Source: an optimization exercise on an open RTL-to-GDS flow (aim: small area and few clock cycles). Production flows keep margins and buffers that such runs may drop. The RTL was checked by simulation tests, not by an equivalence proof against the original design. No activity file was given, so power comes from the tool's default toggle rates.

--- flow/design.v ---
`default_nettype none
package dcache_pkg;
	localparam int word_width      = 32;
	localparam int num_ways        = 2;
	localparam int num_sets        = 8;
	localparam int index_width     = 3;
	localparam int tag_width       = 26;
	localparam int words_per_block = 2;
	localparam int num_frames      = 16;
endpackage
`default_nettype wire
`timescale 1ns/1ps
`default_nettype none
module dcache (
	input  logic        clk,
	input  logic        rst_n,
	input  logic        dp_ren,
	input  logic        dp_wen,
	input  logic [31:0] dp_addr,
	input  logic [31:0] dp_store,
	input  logic        halt,
	output logic        dp_hit,
	output logic [31:0] dp_load,
	output logic        flushed,
	output logic        mem_ren,
	output logic        mem_wen,
	output logic [31:0] mem_addr,
	output logic [31:0] mem_store,
	input  logic        mem_dwait,
	input  logic [31:0] mem_load
);
	logic [25:0] tag_q  [16];   
	logic [31:0] data_q [32];   
	logic [1:0]  sst_q [8];
	logic [31:0] dirty_q;       
	logic [1:0]  fv_q;          
	logic [1:0]  fk_q;          
	logic [25:0] ft_q [2];
	logic [2:0]  fs_q [2];
	logic [1:0]  fw_q;          
	logic [1:0]  fb_q;          
	logic        fgo_q;         
	logic [7:0]  flset_q;
	logic        req;
	logic [25:0] dtag;
	logic [2:0]  didx;
	logic        dw;
	assign req  = dp_ren | dp_wen;
	assign dtag = dp_addr[31:6];
	assign didx = dp_addr[5:3];
	assign dw   = dp_addr[2];
	logic [7:0]  set_oh;
	always_comb begin
		for (int i = 0; i < 8; i++) begin
			set_oh[i] = halt ? flset_q[i] : (didx == 3'(i));
		end
	end
	logic [25:0] tag_r [2];         
	logic [31:0] data_r [2][2];     
	logic [1:0]  valid_r;
	logic [1:0]  sst_r;
	logic [3:0]  dirty_r;           
	always_comb begin
		for (int w = 0; w < 2; w++) begin
			tag_r[w] = '0;
			for (int s = 0; s < 8; s++) begin
				tag_r[w] = tag_r[w] | ({26{set_oh[s]}} & tag_q[2 * s + w]);
			end
			for (int b = 0; b < 2; b++) begin
				data_r[w][b] = '0;
				for (int s = 0; s < 8; s++) begin
					data_r[w][b] = data_r[w][b] | ({32{set_oh[s]}} & data_q[4 * s + 2 * w + b]);
				end
			end
		end
		sst_r   = '0;
		dirty_r = '0;
		for (int s = 0; s < 8; s++) begin
			sst_r   = sst_r | ({2{set_oh[s]}} & sst_q[s]);
			dirty_r = dirty_r | ({4{set_oh[s]}} & dirty_q[4 * s +: 4]);
		end
	end
	logic        m0, m1, hit, hw;
	assign valid_r = {sst_r[1], |sst_r};
	assign m0  = valid_r[0] && (tag_r[0] == dtag);
	assign m1  = valid_r[1] && (tag_r[1] == dtag);
	assign hit = m0 | m1;
	assign hw  = m1;
	logic        victim;
	logic        dv_c, dv_o, wb_need;
	logic        wword;
	logic [1:0] nd0, nd1;
	assign nd0     = 2'(dirty_r[0]) + 2'(dirty_r[1]);
	assign nd1     = 2'(dirty_r[2]) + 2'(dirty_r[3]);
	assign victim  = !valid_r[0] ? 1'b0 : (!valid_r[1] ? 1'b1 :
	                 (nd0 < nd1) ? 1'b0 : ((nd1 < nd0) ? 1'b1 : sst_r[0]));
	assign dv_c    = dirty_r[{victim, dw}];
	assign dv_o    = dirty_r[{victim, ~dw}];
	assign wb_need = dv_c | dv_o;
	assign wword   = dv_c ? dw : ~dw;
	logic        fl_any;
	logic        fl_way, fl_word;
	logic        any_dirty;
	assign fl_any    = |dirty_r;
	assign fl_way    = !(dirty_r[0] | dirty_r[1]);
	assign fl_word   = fl_way ? !dirty_r[2] : !dirty_r[0];
	assign any_dirty = |dirty_q;
	logic        wb_way, wb_word;
	assign wb_way  = halt ? fl_way  : victim;
	assign wb_word = halt ? fl_word : wword;
	logic [1:0]  pend_e;
	logic        pend, busy, miss_go, fill_go, fill_done;
	always_comb begin
		for (int e = 0; e < 2; e++) begin
			pend_e[e] = fv_q[e] && !fk_q[e] && (fs_q[e] == didx) && (fw_q[e] == hw) && (fb_q[e] == dw);
		end
	end
	assign pend = |pend_e;
	assign busy = (fv_q[0] && (fs_q[0] == didx) && (fw_q[0] == victim)) ||
	              (fv_q[1] && (fs_q[1] == didx) && (fw_q[1] == victim));
	assign miss_go   = !fgo_q && req && !hit && !busy && (wb_need || (dp_ren && !fv_q[1]));
	assign fill_go   = fgo_q || (fv_q[0] && !miss_go);
	assign fill_done = fill_go && !mem_dwait;
	logic        fill_wr;    
	logic        hit_ok;     
	logic        miss_ok;    
	logic        clr_en;     
	logic        kill;
	always_comb begin
		hit_ok  = 1'b0;
		miss_ok = 1'b0;
		kill    = 1'b0;
		if (req && hit) begin
			if (dp_wen) begin
				hit_ok = pend_e[0] || !(fill_done && !fk_q[0]);
				kill   = hit_ok && pend;
			end else begin
				hit_ok = !pend || (pend_e[0] && fill_done);
			end
		end else if (req && !busy && !wb_need) begin
			miss_ok = dp_wen ? (!fv_q[1] && !(fill_done && !fk_q[0])) : (miss_go && !mem_dwait);
		end
	end
	assign fill_wr = fill_done && !fk_q[0] && !(kill && pend_e[0]);
	assign clr_en  = mem_wen && !mem_dwait;
	assign dp_hit  = hit_ok || miss_ok;
	assign flushed = halt && !any_dirty && !fv_q[0];
	always_comb begin
		if (hit && !pend) begin
			dp_load = hw ? data_r[1][dw] : data_r[0][dw];
		end else begin
			dp_load = mem_load;
		end
	end
	always_comb begin
		mem_ren   = 1'b0;
		mem_wen   = 1'b0;
		mem_store = data_r[wb_way][wb_word];
		if (fill_go) begin
			mem_ren  = 1'b1;
			mem_addr = {ft_q[0], fs_q[0], fb_q[0], 2'b00};
		end else if (halt) begin
			mem_wen  = fl_any && !fv_q[0];
			mem_addr = {tag_r[fl_way], flset_idx(flset_q), fl_word, 2'b00};
		end else if (wb_need) begin
			mem_wen  = miss_go;
			mem_addr = {tag_r[victim], didx, wword, 2'b00};
		end else begin
			mem_ren  = miss_go;
			mem_addr = {dtag, didx, dw, 2'b00};
		end
	end
	function automatic logic [2:0] flset_idx(input logic [7:0] oh);
		flset_idx = 3'd0;
		for (int i = 0; i < 8; i++) begin
			if (oh[i]) flset_idx = flset_idx | 3'(i);
		end
	endfunction
	logic        wr_way;
	logic [31:0] wdata;
	logic [31:0] wr_en;
	assign wr_way = m1 | (!m0 & victim);
	assign wdata  = (dp_wen && !fill_wr) ? dp_store : mem_load;
	always_comb begin
		for (int i = 0; i < 32; i++) begin
			wr_en[i] = (fill_wr && (i == {fs_q[0], fw_q[0], fb_q[0]})) ||
			           ((hit_ok && dp_wen || miss_ok) && (i == {didx, wr_way, dw}));
		end
	end
	logic fq_new0;
	assign fq_new0 = !fv_q[0] || (fill_done && !fv_q[1]);
	always_ff @(posedge clk) begin
		for (int i = 0; i < 32; i++) begin
			if (wr_en[i]) data_q[i] <= wdata;
		end
		if (miss_ok) begin
			tag_q[{didx, victim}] <= dtag;
		end
		if (fill_done) begin
			ft_q[0] <= ft_q[1];
			fs_q[0] <= fs_q[1];
		end
		if (miss_ok) begin
			if (fq_new0) begin
				ft_q[0] <= dtag;
				fs_q[0] <= didx;
			end else begin
				ft_q[1] <= dtag;
				fs_q[1] <= didx;
			end
		end
	end
	always_ff @(posedge clk, negedge rst_n) begin
		if (!rst_n) begin
			for (int i = 0; i < 8; i++) sst_q[i] <= 2'd0;
			dirty_q <= '0;
			fv_q    <= '0;
			fk_q    <= '0;
			fw_q    <= '0;
			fb_q    <= '0;
			fgo_q   <= 1'b0;
			flset_q <= 8'd1;
		end else begin
			if (clr_en) begin
				dirty_q[{(halt ? flset_idx(flset_q) : didx), wb_way, wb_word}] <= 1'b0;
			end
			if (dp_hit && dp_wen) begin
				dirty_q[{didx, wr_way, dw}] <= 1'b1;
			end
			if (dp_hit) begin
				sst_q[didx] <= (valid_r[1] || (miss_ok && victim)) ? {1'b1, ~wr_way} : 2'd1;
			end
			begin
				logic [1:0] v, k, w, b;
				v = fv_q;
				k = fk_q | ({2{kill}} & pend_e);
				w = fw_q;
				b = fb_q;
				if (fill_done) begin
					v = {1'b0, v[1]};
					k = {1'b0, k[1]};
					w = {1'b0, w[1]};
					b = {1'b0, b[1]};
				end
				if (miss_ok) begin
					if (!v[0]) begin
						v[0] = 1'b1;
						k[0] = 1'b0;
						w[0] = victim;
						b[0] = ~dw;
					end else begin
						v[1] = 1'b1;
						k[1] = 1'b0;
						w[1] = victim;
						b[1] = ~dw;
					end
				end
				fv_q <= v;
				fk_q <= k;
				fw_q <= w;
				fb_q <= b;
			end
			fgo_q <= fill_go && mem_dwait;
			if (halt && !fv_q[0] && !fl_any) begin
				flset_q <= {flset_q[6:0], flset_q[7]};
			end
		end
	end
endmodule
`default_nettype wire
`timescale 1ns/1ps
`default_nettype none
module dcache_top (
	input  wire        clk,
	input  wire        rst_n,
	input  wire        dp_ren,
	input  wire        dp_wen,
	input  wire [31:0] dp_addr,
	input  wire [31:0] dp_store,
	input  wire        halt,
	output wire        dp_hit,
	output wire [31:0] dp_load,
	output wire        flushed,
	output wire        mem_ren,
	output wire        mem_wen,
	output wire [31:0] mem_addr,
	output wire [31:0] mem_store,
	input  wire        mem_dwait,
	input  wire [31:0] mem_load
);
	dcache i_dcache (
		.clk       (clk),
		.rst_n     (rst_n),
		.dp_ren    (dp_ren),
		.dp_wen    (dp_wen),
		.dp_addr   (dp_addr),
		.dp_store  (dp_store),
		.halt      (halt),
		.dp_hit    (dp_hit),
		.dp_load   (dp_load),
		.flushed   (flushed),
		.mem_ren   (mem_ren),
		.mem_wen   (mem_wen),
		.mem_addr  (mem_addr),
		.mem_store (mem_store),
		.mem_dwait (mem_dwait),
		.mem_load  (mem_load)
	);
endmodule
`default_nettype wire
--- flow/run.sh ---
#!/bin/bash
# synth_recipe.tcl (not shown) runs the flow's synth.tcl, then flattens the netlist and writes it again
# the make line also repeats each setting of config.mk as NAME=value (left out here)
make -C /OpenROAD-flow-scripts/flow DESIGN_CONFIG=/design/flow/config.mk WORK_HOME=/design/flow/orfs CLKGATE_MAP_FILE= SYNTH_SCRIPT=/design/flow/synth_recipe.tcl finish
--- flow/config.mk ---
export PLATFORM = sky130hd
export DESIGN_NAME = dcache_top
export DESIGN_NICKNAME = dcache_top
export VERILOG_FILES = /design/flow/design.v
export SDC_FILE = /design/flow/constraint.sdc
export NUM_CORES = 4
export LEC_CHECK = 0
export CAP_MARGIN = 20
export CORE_MARGIN = 2
export CORE_UTILIZATION = 60
export CTS_CLUSTER_DIAMETER = 150
export CTS_CLUSTER_SIZE = 20
export SLEW_MARGIN = 20
--- flow/constraint.sdc ---
create_clock -name core_clock -period 11.0 [get_ports {clk}]
set_input_delay 2.2000 -clock core_clock [delete_from_list [all_inputs] [get_ports {clk}]]
set_output_delay 2.2000 -clock core_clock [all_outputs]
set_load 0.01 [all_outputs]
==> results.cfg, run 1 <==
[global_routing]
grt_pass1_wl_mm = 281
grt_pass1_vias = 38595
antenna_found_initial = 9
grt_overflow = 0
grt_usage_pct = 36.9
grt_max_degree = 71

[worst_setup_path]
crit_required_ns = 8.80
regToRegEndpoint = i_dcache.data_q[6][7]$_DFFE_PP_
reg2regPathDepth = 22
critPathLaunchType = input port
cpPeakStageDelay_ns = 0.96
crit_chain = clkdlybuf4s50_1 > nor4bb_4 > o21ai_0 > and4_1 > nand3_1 > ha_1 > ha_1 > nand2_1 > o21ai_1 > a21bo_2 > mux4_2 > o21a_1 > ha_2 > buf_4 > a222oi_1 > nand2_1 > o21a_1 > clkdlybuf4s50_1
setup.worst_path.class = input port to primary output
critPathArrivalTime_ns = 8.19
reg2reg_slack_ns = 3.63
crit_start = dp_addr[5]
worstPathMaxFanout = 17
r2r-start = i_dcache.flset_q[2]$_DFFE_PN0P_
cp-end-kind = primary output
path_delay_family = buffers and inverters
path_buf_inv = 3
cpMaxStageDelayCell = clkdlybuf4s50_1

[floorplanning]
core-area_mm2 = 0.104
die_x_um = 328
start_util_pct = 60.6
row_count = 118
io_pins = 202
fp.dieH_um = 328
dieArea_mm2 = 0.107

[layout]
syn2layout_area_growth_pct = 11.3
final_common_cell = edfxtp_1
final_cell_area_mm2 = 0.0700
drive_above_1_share_pct = 11.0
nNetsFinal = 4395
fill_cells = 7285
layout_common_cells = 1469 x edfxtp_1, 522 x a22oi_1, 437 x o21ai_0

[power]
p_per_area_mw_per_mm2 = 187
ir_drop_uv = 172
p_leak_nw = 21.8
total_power_mw = 13.1

[place]
pre_cts_slack_ns = 0.731
gp_congestion = 0.938
hpwlAfterDp_mm = 113
io_buffer_count = 197
dpl_cell_area_mm2 = 0.0675

[clock_tree]
numCtsBuffers = 88
post_cts_buffers = 0
clkLatencyLatePin_ns = 0.72
clkSlewWorstSetupHoldPaths_ns = 0.08
post_cts.resized_instances = 0
cts.sinks = 1563
clockBufferDepth = 3
h-tree-depth = 3
cts_tree = built
cts-root-buf = clkbuf_16
ctsHoldBuffers = 0

[sta]
layout_setup_ws_ns = 0.611
max_freq_ghz = 0.0963
fin_crit_sh_pct = 94.4
slew_headroom_pct = 20.3
hold_violations = 0
fin_crit_ns = 10.39
worst_slew_pin_slew_ns = 1.20
setup_viol_count_final = 0
slew_violations = 0
fin_tns_setup_ns = 0
rsz0062_at_grt = false
clock_skew_ns = 0.0408

[min_path]
min_from = i_dcache.ft_q[0][1]$_DFF_P_
hold_path_class = flip-flop to flip-flop
min_path_cells = 2
hold_end = i_dcache.ft_q[0][1]$_DFF_P_

[synth]
synth_edf_count = 1469
yosys_warnings = 7
synth_area_mm2 = 0.0628
synthFlopType = edfxtp_1
netlist_instances = 4117
synth.avg_cell_area_um2 = 15.3
async_flop_share_pct = 4.16
yosysSeqAreaShare_pct = 73.7
synth_cell_types = 88
ys_ff_latch = 1563

[drt]
drc = 0
first_pass_iters = 8
post_drt_wl_per_cell_um = 35.1
drt_iter0_markers = 6496
ant_nets = 0
vias = 41452
wirelength_mm = 200
viasPerCell = 7.28

[job]
drv_cap = 0

[outcome]
outcome = no timing/DRC/antenna violations
state kept, by name, summed over array words and instances (netlist names):
register / count
i_dcache.sst_q: 16
i_dcache.flset_q: 8
i_dcache.fs_q: 6
i_dcache.ft_q: 52
i_dcache.fk_q: 2
i_dcache.fv_q: 2
i_dcache.data_q: 1024
i_dcache.tag_q: 416
i_dcache.dirty_q: 32
i_dcache.fgo_q: 1
i_dcache.fb_q: 2
i_dcache.fw_q: 2
cell usage after synthesis (all sizes together) (61+ instances only):
cell / n / area (um^2)
o21ai: 471 / 2360
nor3: 66 / 355
dfrtp: 64 / 1600
nor2: 96 / 360
mux2: 102 / 1150
clkbuf: 224 / 841
nand2: 139 / 524
nor4: 61 / 433
nand4: 211 / 1330
buf: 65 / 338
a22oi: 522 / 3920
edfxtp: 1469 / 44100
worst reg2reg max path, delay by kind of cell, from the launching register on:
family                     cells  cell delay (ns)
DFF                            1             0.43
muxes                          1             0.44
and+or+nand+nor                6             1.42
adders and majority gates      1             0.31
buffers and inverters          6             1.59
AOI/OAI and AO/OA              8             2.88
per-stage QoR:
stage          cells  utilization, %  hold WS [ns]
6_report        5693            67.5         0.479
5_1_grt         5693            67.5         0.494
4_1_cts         5691            67.5         0.480
3_5_place_dp    5565            65.1         0.464
3_3_place_gp    5565            65.1         0.457
2_1_floorplan   4118               -         0.448
power by group:
group	switching [mW]	total, mW	internal [mW]
clock network	1.89	3.39	1.50
registers	0.169	7.19	7.02
logic	1.68	2.53	0.853
total	3.73	13.1	9.38
layer usage:
layer / routed length [um] / up-vias / GRT usage (%)
li1: - / 17029 / -
met1: 73600 / 20930 / 51.6
met2: 94000 / 2982 / 58.5
met3: 23300 / 501 / 6.32
met4: 8670 / 10 / 14.7
met5: 65 / - / 0
cells by family (layout without fill, tap and decap cells):
kind of cell             count (synthesis)  count (layout)  share of synthesized area, %
AO/OA/AOI/OAI                         1296            1296                          13.6
XOR/XNOR                                19              19                         0.265
adder cells (fa/ha/maj)                 18              18                         0.354
buffers and inverters                  338             532                          2.17
flip-flops                            1563            1563                          73.7
multiplexers                           147             147                          3.21
other                                    1               3                       0.00597
AND/OR/NAND/NOR                        735             735                          6.68
layout make-up:
cell class,count,area [um^2],share of cell area [%]
diodes,1,2.50,0.00358
flip-flops and latches,1563,46300,66.2
well taps,1380,1730,2.47
clock buffers,119,2340,3.34
inverters,49,185,0.265
clock inverters,7,141,0.202
multi-input cells,2217,15800,22.6
repair buffers,357,3450,4.93
worst max path at each step:
stage,endpoint,slack [ns],cells after the start
6_report,mem_store[14],0.61,18
2_1_floorplan,i_dcache.tag_q[11][0]$_DFFE_PP_,2.34,18
3_5_place_dp,dp_hit,0.73,19
3_3_place_gp,dp_hit,0.81,19
5_1_grt,dp_hit,0.33,19
4_1_cts,dp_hit,0.71,19
Testbench counts, summed over its fixed seeds: cycles 39,499.
==> run 2, diff against run 1 <==
==> flow/flow/run.sh (new file) <==
#!/bin/bash
# Standard ORFS layout, with two sizing changes:
#  - port buffers are plain buf_1 cells instead of the platform's default pick
#  - timing repair may resize a cell into a different footprint
# The make output goes to flow_make.log in the work folder.
set -euo pipefail
bash standard.sh MATCH_CELL_FOOTPRINT=0 "BUFFER_PORTS_ARGS=-buffer_cell sky130_fd_sc_hd__buf_1" finish > flow_make.log 2>&1
==> flow/standard.sh (new file) <==
#!/bin/bash
# synth_recipe.tcl (not shown) runs the flow's synth.tcl, then flattens the netlist and writes it again
# the make line also repeats each setting of config.mk as NAME=value (left out here)
make -C /OpenROAD-flow-scripts/flow DESIGN_CONFIG=/design/flow/config.mk WORK_HOME=/design/flow/orfs CLKGATE_MAP_FILE= SYNTH_SCRIPT=/design/flow/synth_recipe.tcl "${@:-finish}"
removed: flow/run.sh
==> run 2 against run 1 <==
Combinational power decreased by 7%. Via count shrank 0.27%. Core utilization shrank 1.1 points. Die area unchanged. First-iteration DRC count decreased by 6.1%. Critical path type unchanged.
==> results.cfg, run 2 <==
[outcome]
outcome = no timing/DRC/antenna violations

[floorplanning]
row_count = 118
die_x_um = 328
start_util_pct = 60.6
io_pins = 202
core-area_mm2 = 0.104
dieArea_mm2 = 0.107
fp.dieH_um = 328

[clock_tree]
clkLatencyLatePin_ns = 0.70
cts-root-buf = clkbuf_16
h-tree-depth = 3
cts.sinks = 1563
ctsHoldBuffers = 0
cts_tree = built
post_cts.resized_instances = 0
clockBufferDepth = 3
post_cts_buffers = 0
clkSlewWorstSetupHoldPaths_ns = 0.09
numCtsBuffers = 88

[drt]
viasPerCell = 7.26
wirelength_mm = 204
drt_iter0_markers = 6101
drc = 0
vias = 41339
ant_nets = 0
first_pass_iters = 6
post_drt_wl_per_cell_um = 35.9

[layout]
fill_cells = 7426
largest_reg_flops = 1024
seq_area_mm2 = 0.0463
nNetsFinal = 4387
final_common_cell = edfxtp_1
layout_common_cells = 1469 x edfxtp_1, 522 x a22oi_1, 437 x o21ai_0
top_regs = i_dcache.data_q x1024, i_dcache.tag_q x416, i_dcache.ft_q x52
drive_above_1_share_pct = 11.2
multiInputGateArea_mm2 = 0.0158
largest-register = i_dcache.data_q
syn2layout_area_growth_pct = 9.49

[global_routing]
top_usage_layer = met2
antenna_found_initial = 10
grtUsageMet3_pct = 6.81
grt_overflow = 0
use_met1_pct = 52.9
grt_usage_pct = 37.9
grt_max_degree = 101
grt_pass1_wl_mm = 287
grt_pass1_vias = 38709
grt_use_met2_pct = 59.0

[synth]
synth.avg_cell_area_um2 = 15.3
synth_top_area_cell = edfxtp_1
yosysSeqAreaShare_pct = 73.7
ys_ff_latch = 1563
yosysTopAreaCellShare_pct = 70.2
synth.area.top_cells = edfxtp_1 70%, a22oi_1 6.2%, o21ai_0 3.5%
synth_area_mm2 = 0.0628
synth_edf_count = 1469
synth_cell_types = 88
yosysMostFrequentCell = edfxtp_1
async_flop_share_pct = 4.16
yosys_warnings = 7
synthFlopType = edfxtp_1
netlist_instances = 4117
synthTopCellsByCount = 1469 x edfxtp_1, 522 x a22oi_1, 437 x o21ai_0

[min_path]
hold_path_class = flip-flop to flip-flop

[power]
power_frac_comb_pct = 18.2
p_switching_mw = 3.73
p_int_mw = 9.21
ir_drop_uv = 185
pwr-share-clk_pct = 26.3
switching_share_pct = 28.8
p_per_area_mw_per_mm2 = 188
p_leak_nw = 21.2
seqPwrFrac_pct = 55.5

[job]
drv_cap = 0

[sta]
fin_tns_setup_ns = 0
hold_violations = 0
setup_viol_count_final = 0
slew_headroom_pct = 12.2
max_freq_ghz = 0.0975
layout_setup_ws_ns = 0.741
slew_violations = 0
rsz0062_at_grt = false
clock_skew_ns = 0.0362
fin_crit_sh_pct = 93.3
fin_crit_ns = 10.26
worst_slew_pin_slew_ns = 1.30

[worst_setup_path]
path_buf_inv = 5
cpMaxStageDelayCell = o31ai_4
critPathMostFrequentCell = ha_1
crit_chain = clkbuf_2 > and2_2 > or2_4 > a22oi_1 > nand3_1 > ha_1 > inv_1 > ha_1 > a21oi_1 > o21ai_0 > a21bo_2 > buf_4 > mux2i_2 > o2111ai_1 > o31ai_4 > and4b_1 > o31a_2 > inv_2 > buf_1
path_delay_family = compound AO/OA/AOI/OAI gates
critPathArrivalTime_ns = 8.06
critPathLaunchType = input port
setup.worst_path.class = input port to primary output
worstPathMaxFanout = 29
cpPeakStageDelay_ns = 0.79
cp-end-kind = primary output
crit_required_ns = 8.80

[place]
hpwlAfterDp_mm = 112
io_buffer_count = 197
pre_cts_slack_ns = 0.808
gp_congestion = 0.952
## run 2: path summary, 6_finish.rpt
path / start / endpoint / slack [ns] / cells after the start
max: halt / dp_hit / 0.74 / 19
min: i_dcache.ft_q[0][25]$_DFF_P_ / i_dcache.ft_q[0][25]$_DFF_P_ / 0.48 / 2
max reg2reg: i_dcache.flset_q[3]$_DFFE_PN0P_ / i_dcache.data_q[6][20]$_DFFE_PP_ / 3.21 / 22
min reg2reg: i_dcache.ft_q[0][25]$_DFF_P_ / i_dcache.ft_q[0][25]$_DFF_P_ / 0.48 / 2
max in group asynchronous: rst_n / i_dcache.dirty_q[26]$_DFF_PN0_ / 8.72 / 2
min in group asynchronous: rst_n / i_dcache.sst_q[1][0]$_DFFE_PN0P_ / 1.68 / 2
## run 2: cell families (layout without fill, tap and decap cells)
family,after synthesis,in the layout,share of synthesized area [%]
buf+inv,338,527,2.17
flops,1563,1563,73.7
xor+xnor,19,19,0.265
simple gates,735,735,6.68
compound gates,1296,1296,13.6
fa+ha+maj,18,18,0.354
other cells,1,7,0.00597
mux,147,147,3.21
## run 2: cell type report
class / count / area share (%)
antenna: 5 / 0.0182
clock buffer: 124 / 3.49
clock inverter: 5 / 0.129
inverter: 49 / 0.269
multi-input combinational: 2217 / 23.0
sequential: 1563 / 67.3
tap: 1380 / 2.51
timing repair buffer: 349 / 3.29
## run 2: per-stage QoR
stage	total power, mW	std cells	hold slack [ns]	utilization, %	area, um^2
CTS	12.9	5686	0.480	66.3	68800
finish	12.9	5692	0.479	66.4	68800
detailed placement	9.61	5557	0.466	63.9	66300
floorplan	8.51	4118	0.448	-	62800
global route	13.3	5691	0.506	66.4	68800
global placement	9.57	5557	0.461	63.9	66300
## run 2: metal layers
layer | vias up | part of all wire, %
met5 | - | 0.013
met4 | 4 | 5.1
met3 | 518 | 11
met2 | 2911 | 46
met1 | 20895 | 37
li1 | 17011 | -
## run 2: tightest hold or removal path, cell delays in order, from the launching register on
cell and delay, ns:
dfxtp_1 0.32, nand2_1 0.05, a31oi_1 0.07
## run 2: power groups by stage
stage	Clock, mW	Combinational, mW	Sequential [mW]
2_1_floorplan	0	1.26	7.25
4_1_cts	3.42	2.31	7.18
6_report	3.40	2.35	7.19
3_5_place_dp	0	2.29	7.31
5_1_grt	3.61	2.48	7.22
3_3_place_gp	0	2.27	7.30
==> run 3, diff against run 2 <==
--- a/flow/design.v
+++ b/flow/design.v
@@ -118,6 +118,12 @@
 	assign pend = |pend_e;
-	assign busy = (fv_q[0] && (fs_q[0] == didx) && (fw_q[0] == victim)) ||
-	              (fv_q[1] && (fs_q[1] == didx) && (fw_q[1] == victim));
+	logic [1:0]  vict_e, drop_e;
+	always_comb begin
+		for (int e = 0; e < 2; e++) begin
+			vict_e[e] = fv_q[e] && (fs_q[e] == didx) && (fw_q[e] == victim);
+		end
+	end
+	assign drop_e = {2{req && !hit}} & vict_e & {1'b1, !fgo_q};
+	assign busy   = |vict_e;
 	assign miss_go   = !fgo_q && req && !hit && !busy && (wb_need || (dp_ren && !fv_q[1]));
-	assign fill_go   = fgo_q || (fv_q[0] && !miss_go);
+	assign fill_go   = fgo_q || (fv_q[0] && !miss_go && !drop_e[0]);
 	assign fill_done = fill_go && !mem_dwait;
@@ -198,3 +204,3 @@
 		end
-		if (fill_done) begin
+		if (fill_done || drop_e[0]) begin
 			ft_q[0] <= ft_q[1];
@@ -238,3 +244,4 @@
 				b = fb_q;
-				if (fill_done) begin
+				v[1] = v[1] && !drop_e[1];
+				if (fill_done || drop_e[0]) begin
 					v = {1'b0, v[1]};
==> run 3 against run 2 <==
Sequential power rose by 2%. Count of clock-buffer cells in the layout decreased by 12. Total power up 5.2%. Combinational power up 23%. Non-clock buffer count fell by 9. Largest cell class unchanged.
==> results.cfg, run 3 <==
[sta]
fin_tns_setup_ns = 0
layout_setup_ws_ns = 0.615
hold_violations = 0
max_freq_ghz = 0.0963
slew_headroom_pct = 23.9
fin_crit_ns = 10.39
worst_slew_pin_slew_ns = 1.14
clock_skew_ns = 0.0321
setup_viol_count_final = 0
holdWs_ns = 0.511
rsz0062_at_grt = false
slew_violations = 0
fin_crit_sh_pct = 94.4

[synth]
async_flop_share_pct = 4.16
yosys_warnings = 7
yosysTopAreaCellShare_pct = 69.1
synthTopCellsByCount = 1469 x edfxtp_1, 375 x o21ai_0, 304 x a22oi_1
synth_top_area_cell = edfxtp_1
yosysSeqAreaShare_pct = 72.6
synth.area.top_cells = edfxtp_1 69%, a22oi_1 3.6%, o21ai_0 2.9%
netlist_instances = 4194
synthFlopType = edfxtp_1
synth.avg_cell_area_um2 = 15.2
synth_area_mm2 = 0.0638
synth_cell_types = 91
synth_edf_count = 1469
yosysMostFrequentCell = edfxtp_1
ys_ff_latch = 1563

[clock_tree]
post_cts_buffers = 0
cts.sinks = 1563
numCtsBuffers = 88
clkLatencyLatePin_ns = 0.71
cts_tree = built
ctsHoldBuffers = 0
clockBufferDepth = 3
cts-root-buf = clkbuf_16
h-tree-depth = 3
clkSlewWorstSetupHoldPaths_ns = 0.09
post_cts.resized_instances = 0

[worst_setup_path]
critPathArrivalTime_ns = 8.19
setup.worst_path.class = input port to primary output
critPathLaunchType = input port
crit_chain = buf_1 > nor4b_4 > buf_4 > o21ai_0 > nand4_1 > nor3_1 > buf_4 > xnor2_1 > ha_1 > nand2_1 > a21boi_1 > o21ai_1 > buf_4 > mux2i_1 > inv_1 > ha_1 > inv_2 > buf_4 > o22ai_1 > nor3_1 > a21oi_1 > buf_1
cpPeakStageDelay_ns = 0.66
crit_required_ns = 8.80
worstPathMaxFanout = 39
critPathMostFrequentCell = buf_4
cpMaxStageDelayCell = buf_1
cp-end-kind = primary output

[global_routing]
antenna_found_initial = 7
grt_pass1_vias = 39240
grt_max_degree = 144
grt_usage_pct = 36.5
grt_pass1_wl_mm = 282
grt_overflow = 0

[layout]
layout_common_cells = 1469 x edfxtp_1, 371 x o21ai_0, 304 x a22oi_1
final_cell_area_mm2 = 0.0694
top_regs = i_dcache.data_q x1024, i_dcache.tag_q x416, i_dcache.ft_q x52
drive_above_1_share_pct = 10.6
nNetsFinal = 4449
syn2layout_area_growth_pct = 8.67
instances_no_fill = 5755
fill_cells = 7561
seq_area_mm2 = 0.0463
fin_util_pct = 65.8
largest-register = i_dcache.data_q
largest_reg_flops = 1024
final_common_cell = edfxtp_1
multiInputGateArea_mm2 = 0.0167

[place]
gp_congestion = 0.960
pre_cts_slack_ns = 0.827
hpwlAfterDp_mm = 112
dpl_cell_area_mm2 = 0.0669
io_buffer_count = 197
dp.cells = 5631

[drt]
first_pass_iters = 25
wirelength_mm = 199
drt_iter0_markers = 5576
ant_nets = 0
vias = 41802
viasPerCell = 7.26
drc = 0
post_drt_wl_per_cell_um = 34.5

[power]
total_power_mw = 13.6
p_switching_mw = 4.11
seqPwrFrac_pct = 53.9
p_per_area_mw_per_mm2 = 196
power_frac_comb_pct = 21.3
p_int_mw = 9.51
p_leak_nw = 21.7
switching_share_pct = 30.2
pwr-share-clk_pct = 24.8
ir_drop_uv = 168

[floorplanning]
io_pins = 202
core-area_mm2 = 0.105
row_count = 119
die_x_um = 330
fp.dieH_um = 330
start_util_pct = 60.5
dieArea_mm2 = 0.109

[job]
drv_cap = 0

[outcome]
outcome = no timing/DRC/antenna violations

[min_path]
hold_path_class = flip-flop to flip-flop
## run 3: cell types whose count changed after synthesis, moves of 18 or more
| cell | previous run | this run |
|---|---|---|
| nand4_1 | 209 | 106 |
| a21oi_1 | 48 | 66 |
| o21a_1 | 59 | 36 |
| o21ai_1 | 34 | 5 |
| and3_1 | 16 | 145 |
| a222oi_1 | 32 | 6 |
| a22o_1 | 33 | 153 |
| mux2i_1 | 11 | 64 |
| a22oi_1 | 522 | 304 |
| o21ai_0 | 437 | 375 |
| a221oi_1 | 0 | 129 |
| nor4_1 | 57 | 33 |
| o31ai_1 | 2 | 68 |
## run 3: worst paths after layout
path | startpoint | end | slack [ns] | depth (start not counted)
worst min register to register | i_dcache.sst_q[7][1]$_DFFE_PN0P_ | i_dcache.sst_q[7][1]$_DFFE_PN0P_ | 0.51 | 1
min in group asynchronous | rst_n | i_dcache.flset_q[2]$_DFFE_PN0P_ | 1.67 | 2
worst max-delay path | dp_addr[5] | mem_store[20] | 0.61 | 22
worst max register to register | i_dcache.flset_q[2]$_DFFE_PN0P_ | i_dcache.data_q[25][12]$_DFFE_PP_ | 4.06 | 13
max in group asynchronous | rst_n | i_dcache.sst_q[2][0]$_DFFE_PN0P_ | 8.71 | 2
worst min-delay path | i_dcache.sst_q[7][1]$_DFFE_PN0P_ | i_dcache.sst_q[7][1]$_DFFE_PN0P_ | 0.51 | 1
## run 3: layer usage
layer | vias up | wire length (um) | GRT usage [%]
met3 | 488 | 20800 | 5.64
met5 | - | 0 | 0
met2 | 2729 | 93300 | 57.8
li1 | 17330 | - | -
met4 | 0 | 9150 | 15.2
met1 | 21255 | 75400 | 51.1
## run 3: cell type report
| class | count | area share, % |
|---|---|---|
| clock buffers | 112 | 3.37 |
| well taps | 1391 | 2.51 |
| multi-input cells | 2285 | 24.1 |
| inverters | 52 | 0.281 |
| diodes | 6 | 0.0216 |
| clock inverters | 6 | 0.135 |
| flip-flops and latches | 1563 | 66.8 |
| repair buffers | 340 | 2.85 |
## run 3: cells by family after synthesis
kind of cell / count (synthesis) / synth area share, %
other cells: 1 / 0.00588
xor+xnor: 19 / 0.261
mux: 189 / 3.79
buf+inv: 347 / 2.22
fa+ha+maj: 17 / 0.333
simple gates: 756 / 6.51
flops: 1563 / 72.6
compound gates: 1302 / 14.3
## run 3: power by group through the flow
stage,registers [mW],logic (mW),clock network [mW]
finish,7.33,2.90,3.38
global route,7.37,3.05,3.59
CTS,7.33,2.85,3.40
detailed placement,7.46,2.84,0
global placement,7.45,2.81,0
floorplan,7.39,1.66,0
## run 3: critical path, delay by kind of cell
family / cells / cell delay [ns]
buffers and inverters: 8 / 2.98
and+or+nand+nor: 5 / 0.87
AOI/OAI and AO/OA: 5 / 0.81
muxes: 1 / 0.59
adders and majority gates: 2 / 0.53
xor gates and xnor gates: 1 / 0.15
Testbench counts of run 3, summed over its fixed seeds: cycles 38,848.
==> run 4, diff against run 3 <==
--- a/flow/config.mk
+++ b/flow/config.mk
@@ -9,5 +9,7 @@
 export CORE_MARGIN = 2
-export CORE_UTILIZATION = 60
-export CTS_CLUSTER_DIAMETER = 150
-export CTS_CLUSTER_SIZE = 20
+export CORE_UTILIZATION = 72
+export CTS_BUF_LIST = sky130_fd_sc_hd__clkbuf_8
+export CTS_CLUSTER_DIAMETER = 80
+export CTS_CLUSTER_SIZE = 15
+export PLACE_DENSITY = 0.85
 export SLEW_MARGIN = 20
==> run 4 against run 3 <==
Die area down 16%. Non-clock buffer count down 6. Count of clock-buffer cells in the layout up 3.
==> results.cfg, run 4 <==
[sta]
setup_viol_count_final = 0
max_freq_ghz = 0.0963
fin_crit_sh_pct = 94.4
slew_violations = 0
clock_skew_ns = 0.0555
holdWs_ns = 0.511
hold_violations = 0
worst_slew_pin_slew_ns = 1.29
fin_crit_ns = 10.39
fin_tns_setup_ns = 0
slew_headroom_pct = 13.3
rsz0062_at_grt = false

[worst_setup_path]
crit_required_ns = 8.80
path_buf_inv = 8
cpMaxStageDelayCell = inv_2
crit_chain = buf_1 > buf_4 > nor4b_4 > or2_4 > a22oi_1 > nand4_1 > ha_1 > inv_1 > ha_1 > a21o_1 > a21o_1 > o21ai_1 > buf_4 > mux4_2 > a21boi_1 > buf_4 > inv_1 > ha_1 > inv_2 > o22ai_1 > nor3_1 > a21oi_1 > buf_1
worstPathMaxFanout = 32
path_delay_family = buffers and inverters
cpPeakStageDelay_ns = 0.77
critPathLaunchType = input port
setup.worst_path.class = input port to primary output
critPathArrivalTime_ns = 8.19
cp-end-kind = primary output

[clock_tree]
cts-root-buf = clkbuf_8
h-tree-depth = 3
post_cts.resized_instances = 0
clockBufferDepth = 3
clkLatencyLatePin_ns = 0.83
numCtsBuffers = 115
cts.sinks = 1563
post_cts_buffers = 0
ctsHoldBuffers = 0
cts_tree = built
clkSlewWorstSetupHoldPaths_ns = 0.11

[layout]
fill_cells = 4768
largest-register = i_dcache.data_q
fin_util_pct = 77.7
nNetsFinal = 4470
instances_no_fill = 5555
syn2layout_area_growth_pct = 7.30
top_regs = i_dcache.data_q x1024, i_dcache.tag_q x416, i_dcache.ft_q x52
largest_reg_flops = 1024
final_common_cell = edfxtp_1
layout_common_cells = 1469 x edfxtp_1, 371 x o21ai_0, 304 x a22oi_1
drive_above_1_share_pct = 10.9

[power]
p_per_area_mw_per_mm2 = 190
ir_drop_uv = 154
p_leak_nw = 21.6

[drt]
drc = 0
vias = 43799
ant_nets = 0
viasPerCell = 7.88
drt_iter0_markers = 8399
first_pass_iters = 9
wirelength_mm = 194
post_drt_wl_per_cell_um = 35.0

[place]
gp_congestion = 0.985
io_buffer_count = 197
dp.cells = 5387
hpwlAfterDp_mm = 112

[global_routing]
grt_max_degree = 71
antenna_found_initial = 3
grt_pass1_wl_mm = 277
grt_overflow = 0
grt_pass1_vias = 41762
grt_usage_pct = 42.5

[min_path]
hold_path_class = flip-flop to flip-flop

[floorplanning]
start_util_pct = 72.4
row_count = 109
io_pins = 202
core-area_mm2 = 0.0881
fp.dieH_um = 302
die_x_um = 302
dieArea_mm2 = 0.0910

[synth]
synthTopCellsByCount = 1469 x edfxtp_1, 375 x o21ai_0, 304 x a22oi_1
synth_top_area_cell = edfxtp_1
yosysMostFrequentCell = edfxtp_1
ys_ff_latch = 1563
synth.area.top_cells = edfxtp_1 69%, a22oi_1 3.6%, o21ai_0 2.9%
synth.avg_cell_area_um2 = 15.2
synth_area_mm2 = 0.0638
yosys_warnings = 7
synth_cell_types = 91
yosysTopAreaCellShare_pct = 69.1
yosysSeqAreaShare_pct = 72.6
netlist_instances = 4194
synthFlopType = edfxtp_1
async_flop_share_pct = 4.16
synth_edf_count = 1469

[job]
drv_cap = 0

[outcome]
outcome = no timing/DRC/antenna violations
==> run 4: cell counts after synthesis <==
No cell type changed its count.
==> run 4: metal layers <==
| metal | wire, um | share of wire [%] | global-route usage (%) | vias up |
|---|---|---|---|---|
| met2 | 86100 | 44 | 63.0 | 4570 |
| met4 | 12200 | 6.3 | 22.2 | 4 |
| met1 | 61600 | 32 | 57.6 | 20938 |
| met3 | 34500 | 18 | 13.0 | 931 |
| li1 | - | - | - | 17356 |
| met5 | 27 | 0.014 | 0 | - |
==> run 4: final cells by class <==
| class | instances | area (um^2) | area share, % |
|---|---|---|---|
| diodes | 2 | 5.00 | 0.00731 |
| multi-input cells | 2285 | 16600 | 24.3 |
| repair buffers | 334 | 2060 | 3.01 |
| flip-flops and latches | 1563 | 46300 | 67.6 |
| clock inverters | 39 | 215 | 0.314 |
| clock buffers | 115 | 1580 | 2.31 |
| inverters | 52 | 195 | 0.285 |
| well taps | 1165 | 1460 | 2.13 |
==> run 4: power breakdown <==
group | switching, mW | internal [mW] | leakage, nW
sequential | 0.220 | 7.14 | 14.3
clock | 1.77 | 0.980 | 1.01
combinational | 2.04 | 0.848 | 6.30
==> run 4: path summary, 6_finish.rpt <==
check / to / cells after the start / startpoint / slack [ns]
min in group asynchronous: i_dcache.sst_q[7][1]$_DFFE_PN0P_ / 2 / rst_n / 1.57
max reg2reg: i_dcache.data_q[19][16]$_DFFE_PP_ / 15 / i_dcache.flset_q[6]$_DFFE_PN0P_ / 3.60
max in group asynchronous: i_dcache.dirty_q[20]$_DFF_PN0_ / 2 / rst_n / 8.87
min reg2reg: i_dcache.sst_q[2][0]$_DFFE_PN0P_ / 1 / i_dcache.sst_q[2][0]$_DFFE_PN0P_ / 0.51
min: i_dcache.sst_q[2][0]$_DFFE_PN0P_ / 1 / i_dcache.sst_q[2][0]$_DFFE_PN0P_ / 0.51
max: mem_store[1] / 23 / dp_addr[4] / 0.61
==> run 4: cell families after synthesis <==
logic type               Yosys count  share of synthesized area [%]
AO/OA/AOI/OAI                   1302                           14.3
adder cells (fa/ha/maj)           17                          0.333
other                              1                        0.00588
buffers and inverters            347                           2.22
flip-flops                      1563                           72.6
XOR/XNOR                          19                          0.261
multiplexers                     189                           3.79
AND/OR/NAND/NOR                  756                           6.51
==> run 4: per-stage QoR <==
stage               total power [mW]  worst slack (ns)  instance area (um^2)
floorplan                       9.05              1.48                 63800
global placement                10.1             0.982                 66200
detailed placement              10.2             0.889                 66300
CTS                             12.8             0.849                 68100
global route                    13.3             0.482                 68500
finish                          13.0             0.614                 68500
==> run 5, diff against run 4 <==
--- a/flow/config.mk
+++ b/flow/config.mk
@@ -9,3 +9,3 @@
 export CORE_MARGIN = 2
-export CORE_UTILIZATION = 72
+export CORE_UTILIZATION = 60
 export CTS_BUF_LIST = sky130_fd_sc_hd__clkbuf_8
@@ -13,3 +13,3 @@
 export CTS_CLUSTER_SIZE = 15
-export PLACE_DENSITY = 0.85
+export PLACE_DENSITY = 0.8
 export SLEW_MARGIN = 20
==> run 5 against run 4 <==
Sequential cell count is the same. Design area up 0.61%. Count of clock-buffer cells in the layout up 2. Clock skew increased by 0.015 ns. Sequential power hardly changed. Critical path depth shrank 5. Total power up 0.67%. Non-clock buffer count up 8. Die area grew 20%. Final cell count is 4.6% higher. Combinational power increased by 1%. Largest power group unchanged.
==> results.cfg, run 5 <==
[layout]
top_regs = i_dcache.data_q x1024, i_dcache.tag_q x416, i_dcache.ft_q x52
final_common_cell = edfxtp_1
layout_common_cells = 1469 x edfxtp_1, 371 x o21ai_0, 304 x a22oi_1
instances_no_fill = 5811
largest-register = i_dcache.data_q
largest_reg_flops = 1024
fill_cells = 7162
drive_above_1_share_pct = 11.1
nNetsFinal = 4479
syn2layout_area_growth_pct = 7.95

[synth]
synth_edf_count = 1469
synth_cell_types = 91
synthSimpleGateAreaFrac_pct = 6.51
synthFlopType = edfxtp_1
synth-compound-area-share_pct = 14.3
ys_ff_latch = 1563
async_flop_share_pct = 4.16
yosysTopAreaCellShare_pct = 69.1
synth.area.top_cells = edfxtp_1 69%, a22oi_1 3.6%, o21ai_0 2.9%
muxShareOfSynthArea_pct = 3.79
netlist_instances = 4194
synthTopCellsByCount = 1469 x edfxtp_1, 375 x o21ai_0, 304 x a22oi_1
synth_top_area_cell = edfxtp_1
yosys_warnings = 7
synth_top_family_by_area = compound AO/OA/AOI/OAI gates
yosysMostFrequentCell = edfxtp_1
synth_xor_area_share_pct = 0.261
synth.avg_cell_area_um2 = 15.2
synthAdderAreaFrac_pct = 0.333
yosysSeqAreaShare_pct = 72.6
synth_area_mm2 = 0.0638

[global_routing]
grt_overflow = 0
grt_usage_pct = 34.7
grt_pass1_wl_mm = 274
grt_max_degree = 115
grt_pass1_vias = 41051
antenna_found_initial = 10

[min_path]
hold_path_class = flip-flop to flip-flop

[drt]
drc = 0
viasPerCell = 7.41
drt_iter0_markers = 7352
wirelength_mm = 191
ant_nets = 0
post_drt_wl_per_cell_um = 32.9
vias = 43087
first_pass_iters = 18

[place]
io_buffer_count = 197
gp_congestion = 0.986
pre_cts_slack_ns = 0.903
dp.cells = 5627
hpwlAfterDp_mm = 108

[floorplanning]
core-area_mm2 = 0.105
row_count = 119
start_util_pct = 60.5
fp.dieH_um = 330
die_x_um = 330
io_pins = 202
dieArea_mm2 = 0.109

[sta]
fin_crit_sh_pct = 93.2
hold_violations = 0
fin_tns_setup_ns = 0
fin_crit_ns = 10.25
holdWs_ns = 0.511
slew_violations = 0
rsz0062_at_grt = false
worst_slew_pin_slew_ns = 1.23
layout_setup_ws_ns = 0.753
slew_headroom_pct = 18.0
max_freq_ghz = 0.0976
clock_skew_ns = 0.0703
setup_viol_count_final = 0

[worst_setup_path]
setup.worst_path.class = input port to primary output
crit_required_ns = 8.80
critPathArrivalTime_ns = 8.05
cp-end-kind = primary output
worstPathMaxFanout = 42
critPathLaunchType = input port

[clock_tree]
clkLatencyLatePin_ns = 0.87
post_cts_buffers = 0
clockBufferDepth = 3
cts_tree = built
cts.sinks = 1563
post_cts.resized_instances = 0
cts-root-buf = clkbuf_8
clkSlewWorstSetupHoldPaths_ns = 0.09
ctsHoldBuffers = 0
h-tree-depth = 3
numCtsBuffers = 116

[outcome]
outcome = no timing/DRC/antenna violations

[power]
total_power_mw = 13.1
ir_drop_uv = 141
p_leak_nw = 21.7
p_per_area_mw_per_mm2 = 190

[job]
drv_cap = 0
-- run 5: cell counts after synthesis --
No cell type changed its count.
-- run 5: kinds of logic (layout without fill, tap and decap cells) --
| kind of cell | after synthesis | after routing |
|---|---|---|
| flip-flops | 1563 | 1563 |
| AO/OA/AOI/OAI | 1302 | 1302 |
| AND/OR/NAND/NOR | 756 | 756 |
| buffers and inverters | 347 | 565 |
| multiplexers | 189 | 189 |
| XOR/XNOR | 19 | 19 |
| adder cells (fa/ha/maj) | 17 | 17 |
| other | 1 | 9 |
-- run 5: report_power, final --
part	total, mW	internal (mW)	switching (mW)
combinational	2.92	0.882	2.03
sequential	7.35	7.14	0.206
clock	2.82	0.991	1.83
total	13.1	9.01	4.07
-- run 5: per-stage QoR --
stage | util [%] | cell area [um^2]
floorplan | - | 63800
global placement | 63.3 | 66700
detailed placement | 63.4 | 66800
CTS | 65.2 | 68700
global route | 65.4 | 68900
finish | 65.4 | 68900
-- run 5: area by class of cell --
cell class              count  area [um^2]  share of cell area, %
clock buffers             117         1610                   2.34
well taps                1391         1740                   2.53
multi-input cells        2285        16600                   24.1
inverters                  52          195                  0.283
repair buffers            342         2100                   3.05
diodes                      7         17.5                 0.0254
clock inverters            54          299                  0.434
flip-flops and latches   1563        46300                   67.2
-- run 5: path summary, 6_finish.rpt --
| path | cells after the start | endpoint | start | slack [ns] |
|---|---|---|---|---|
| min in group asynchronous | 2 | i_dcache.flset_q[1]$_DFFE_PN0P_ | rst_n | 1.53 |
| max | 18 | dp_load[21] | halt | 0.75 |
| max reg2reg | 15 | i_dcache.data_q[19][10]$_DFFE_PP_ | i_dcache.flset_q[7]$_DFFE_PN0P_ | 4.21 |
| max in group asynchronous | 2 | i_dcache.sst_q[1][0]$_DFFE_PN0P_ | rst_n | 8.85 |
| min reg2reg | 1 | i_dcache.sst_q[0][1]$_DFFE_PN0P_ | i_dcache.sst_q[0][1]$_DFFE_PN0P_ | 0.51 |
| min | 1 | i_dcache.sst_q[0][1]$_DFFE_PN0P_ | i_dcache.sst_q[0][1]$_DFFE_PN0P_ | 0.51 |
-- run 5: per-layer routing --
metal / track usage [%] / up-vias / wire (um)
met5: 0 / - / 59
met4: 15.6 / 6 / 9650
met3: 9.25 / 699 / 29100
met2: 52.9 / 3957 / 86400
met1: 47.5 / 21034 / 66100
li1: - / 17391 / -
-- run 5: critical path: stages --
cell	delay, ns
clkbuf_2	0.39
nor4b_4	0.36
buf_4	0.27
or2_4	0.30
buf_4	0.62
a22oi_1	0.19
and4_1	0.32
xnor2_1	0.28
nor4_1	0.13
nand4_1	0.20
buf_4	0.72
nor2b_1	0.17
a21oi_4	0.74
buf_4	0.45
nand2_1	0.13
o21ai_0	0.12
buf_4	0.21
buf_1	0.16
==> run 6, diff against run 5 <==
--- a/flow/config.mk
+++ b/flow/config.mk
@@ -13,3 +13,2 @@
 export CTS_CLUSTER_SIZE = 15
-export PLACE_DENSITY = 0.8
 export SLEW_MARGIN = 20
==> run 6 against run 5 <==
First-iteration DRC count is 24% lower. Sequential share of layout area is 0.21 points higher. Routed wire length is 4.0% higher. Maximum frequency is 0.60% lower. Die area stayed put.
==> results.cfg, run 6 <==
[floorplanning]
io_pins = 202
fp.dieH_um = 330
core-area_mm2 = 0.105
die_x_um = 330
row_count = 119
start_util_pct = 60.5
dieArea_mm2 = 0.109

[drt]
vias = 41864
wirelength_mm = 199
post_drt_wl_per_cell_um = 34.4
ant_nets = 0
drt_iter0_markers = 5599
viasPerCell = 7.24
drc = 0
first_pass_iters = 25

[power]
p_leak_nw = 21.6
total_power_mw = 13.0
ir_drop_uv = 130
p_per_area_mw_per_mm2 = 189

[worst_setup_path]
reg2reg_slack_ns = 4.01
crit_chain = buf_1 > nor4b_4 > buf_4 > o21ai_0 > nand4_1 > nor3_1 > buf_4 > xnor2_1 > ha_1 > nand2_1 > a21boi_1 > o21ai_1 > buf_4 > mux2i_1 > inv_1 > ha_1 > inv_2 > buf_4 > o22ai_1 > nor3_1 > a21oi_1 > buf_1
cpPeakStageDelay_ns = 0.63
endpoint = mem_store[2]
regToRegEndpoint = i_dcache.data_q[26][15]$_DFFE_PP_
reg2regPathDepth = 14
crit_required_ns = 8.80
critPathArrivalTime_ns = 8.11
setup.worst_path.class = input port to primary output
critPathLaunchType = input port
critPathMostFrequentCell = buf_4
path_buf_inv = 8
cpMaxStageDelayCell = buf_1
crit_start = dp_addr[5]
r2r-start = i_dcache.flset_q[1]$_DFFE_PN0P_
cp-end-kind = primary output
cp.depth = 22
worstPathMaxFanout = 39
path_delay_family = buffers and inverters

[sta]
slew_violations = 0
slew_headroom_pct = 21.8
hold_violations = 0
fin_crit_ns = 10.31
holdWs_ns = 0.516
max_freq_ghz = 0.0970
worst_slew_pin_slew_ns = 1.17
fin_tns_setup_ns = 0
clock_skew_ns = 0.0445
setup_viol_count_final = 0
rsz0062_at_grt = false
fin_crit_sh_pct = 93.7

[clock_tree]
ctsHoldBuffers = 0
h-tree-depth = 3
cts-root-buf = clkbuf_8
clkLatencyLatePin_ns = 0.84
post_cts.resized_instances = 0
post_cts_buffers = 0
cts.sinks = 1563
numCtsBuffers = 115
clkSlewWorstSetupHoldPaths_ns = 0.10
clockBufferDepth = 3
cts_tree = built

[synth]
synthSimpleGateAreaFrac_pct = 6.51
synth_top_area_cell = edfxtp_1
synth_top_family_by_area = compound AO/OA/AOI/OAI gates
yosys_warnings = 7
async_flop_share_pct = 4.16
ys_ff_latch = 1563
synthFlopType = edfxtp_1
yosysMostFrequentCell = edfxtp_1
synth_xor_area_share_pct = 0.261
synth-compound-area-share_pct = 14.3
synth_cell_types = 91
muxShareOfSynthArea_pct = 3.79
netlist_instances = 4194
yosysTopAreaCellShare_pct = 69.1
synthTopCellsByCount = 1469 x edfxtp_1, 375 x o21ai_0, 304 x a22oi_1
synth.area.top_cells = edfxtp_1 69%, a22oi_1 3.6%, o21ai_0 2.9%
yosysSeqAreaShare_pct = 72.6
synthAdderAreaFrac_pct = 0.333
synth.avg_cell_area_um2 = 15.2
synth_edf_count = 1469
synth_area_mm2 = 0.0638

[layout]
nNetsFinal = 4476
syn2layout_area_growth_pct = 7.61
seq_area_mm2 = 0.0463
largest-register = i_dcache.data_q
multiInputGateArea_mm2 = 0.0167
layout_common_cells = 1469 x edfxtp_1, 371 x o21ai_0, 304 x a22oi_1
fill_cells = 7655
drive_above_1_share_pct = 11.1
final_common_cell = edfxtp_1
largest_reg_flops = 1024
final_cell_area_mm2 = 0.0687
top_regs = i_dcache.data_q x1024, i_dcache.tag_q x416, i_dcache.ft_q x52
instances_no_fill = 5782

[place]
gp_congestion = 0.960
io_buffer_count = 197
hpwlAfterDp_mm = 112
dpl_cell_area_mm2 = 0.0669
dp.cells = 5631

[global_routing]
grt_overflow = 0
grt_max_degree = 144
grt_pass1_vias = 39482
grt_usage_pct = 36.6
grt_pass1_wl_mm = 283
antenna_found_initial = 9

[min_path]
min_path_cells = 1
hold_path_class = flip-flop to flip-flop
min_from = i_dcache.sst_q[7][1]$_DFFE_PN0P_

[outcome]
outcome = no timing/DRC/antenna violations

[job]
drv_cap = 0
## run 6: cell count changes in the layout (fill, tap and decap cells not counted), moves of 2 or more
| cell | delta |
|---|---|
| inv_1 | -18 |
| a32o_2 | -6 |
| a32o_4 | +6 |
| and2_1 | -6 |
| and2_2 | +6 |
| buf_16 | -5 |
| buf_4 | +4 |
| clkinv_8 | -4 |
| diode_2 | -3 |
| clkinvlp_4 | -2 |
| inv_6 | +2 |
## run 6: kinds of logic (layout without fill, tap and decap cells)
kind of cell | count (synthesis) | count (layout)
adder cells (fa/ha/maj) | 17 | 17
flip-flops | 1563 | 1563
AND/OR/NAND/NOR | 756 | 756
multiplexers | 189 | 189
AO/OA/AOI/OAI | 1302 | 1302
other | 1 | 6
buffers and inverters | 347 | 539
XOR/XNOR | 19 | 19
## run 6: final cells by class
class                           instances  share of cell area (%)
Sequential cell                      1563                    67.4
Clock inverter                         31                   0.230
Timing Repair Buffer                  340                    2.88
Clock buffer                          116                    2.32
Antenna cell                            4                  0.0146
Multi-Input combinational cell       2285                    24.3
Tap cell                             1391                    2.53
Inverter                               52                   0.284
## run 6: worst min path at each step
stage                                            end  slack, ns
floorplan           i_dcache.sst_q[2][0]$_DFFE_PN0P_       0.47
global placement    i_dcache.sst_q[2][0]$_DFFE_PN0P_       0.48
detailed placement  i_dcache.sst_q[4][1]$_DFFE_PN0P_       0.49
CTS                     i_dcache.ft_q[0][25]$_DFF_P_       0.51
global route        i_dcache.sst_q[7][1]$_DFFE_PN0P_       0.53
finish              i_dcache.sst_q[7][1]$_DFFE_PN0P_       0.52
## run 6: metal layers
| layer | vias up | global-route usage (%) | part of all wire (%) |
|---|---|---|---|
| li1 | 17341 | - | - |
| met1 | 21271 | 51.1 | 38 |
| met2 | 2778 | 58.1 | 47 |
| met3 | 472 | 5.79 | 11 |
| met4 | 2 | 14.7 | 4.4 |
| met5 | - | 0 | 0.0060 |
## run 6: stage by stage
stage / util, % / setup slack, ns
after global routing: 65.1 / 0.374
after detailed placement: 63.5 / 0.827
after global placement: 63.4 / 0.867
after floorplan: - / 1.48
final: 65.2 / 0.691
after CTS: 65.1 / 0.789
## run 6: report_power, final
part | total, mW | internal, mW | switching (mW)
clock | 2.77 | 0.963 | 1.80
combinational | 2.90 | 0.864 | 2.03
sequential | 7.33 | 7.14 | 0.194
total | 13.0 | 8.97 | 4.03

[re-timing with driven ports]
The results above use ideal ports. As a check the final layouts listed here were re-extracted and re-timed, cells and wires unchanged.
Step 1 assumes that a clkbuf_16 drives the clock port and a buf_2 every other input.
Step 2, shift: input delay + t, output delay - t, t = (earliest + latest rising clock arrival at the registers) / 2. This alone moves slack from input paths to output paths.
Three values: no drivers, after step 1, after step 2; two values: the first two.
run	t (ns)	setup slack, ns	hold WS [ns]	worst register clock-pin slew, ns	pins driven straight from the clock port
run 1	0.784	0.611 / 0.519 / 0.519	0.479 / 0.479 / 0.479	0.10 / 0.10	1
run 2	0.764	0.741 / 0.709 / 0.709	0.479 / 0.479 / 0.479	0.09 / 0.09	1
run 3	0.774	0.615 / 0.586 / 0.586	0.511 / 0.511 / 0.511	0.09 / 0.09	1
run 4	0.879	0.614 / 0.591 / 0.591	0.511 / 0.511 / 0.511	0.12 / 0.12	1
run 5	0.914	0.753 / 0.729 / 0.729	0.511 / 0.511 / 0.511	0.11 / 0.11	1
run 6	0.900	0.691 / 0.662 / 0.662	0.516 / 0.516 / 0.516	0.11 / 0.11	1
After both steps setup and hold are still met in every run listed. The setup slack of run 1, which loses most, moves by -0.092 ns with the drivers and by -0.092 ns with both steps.
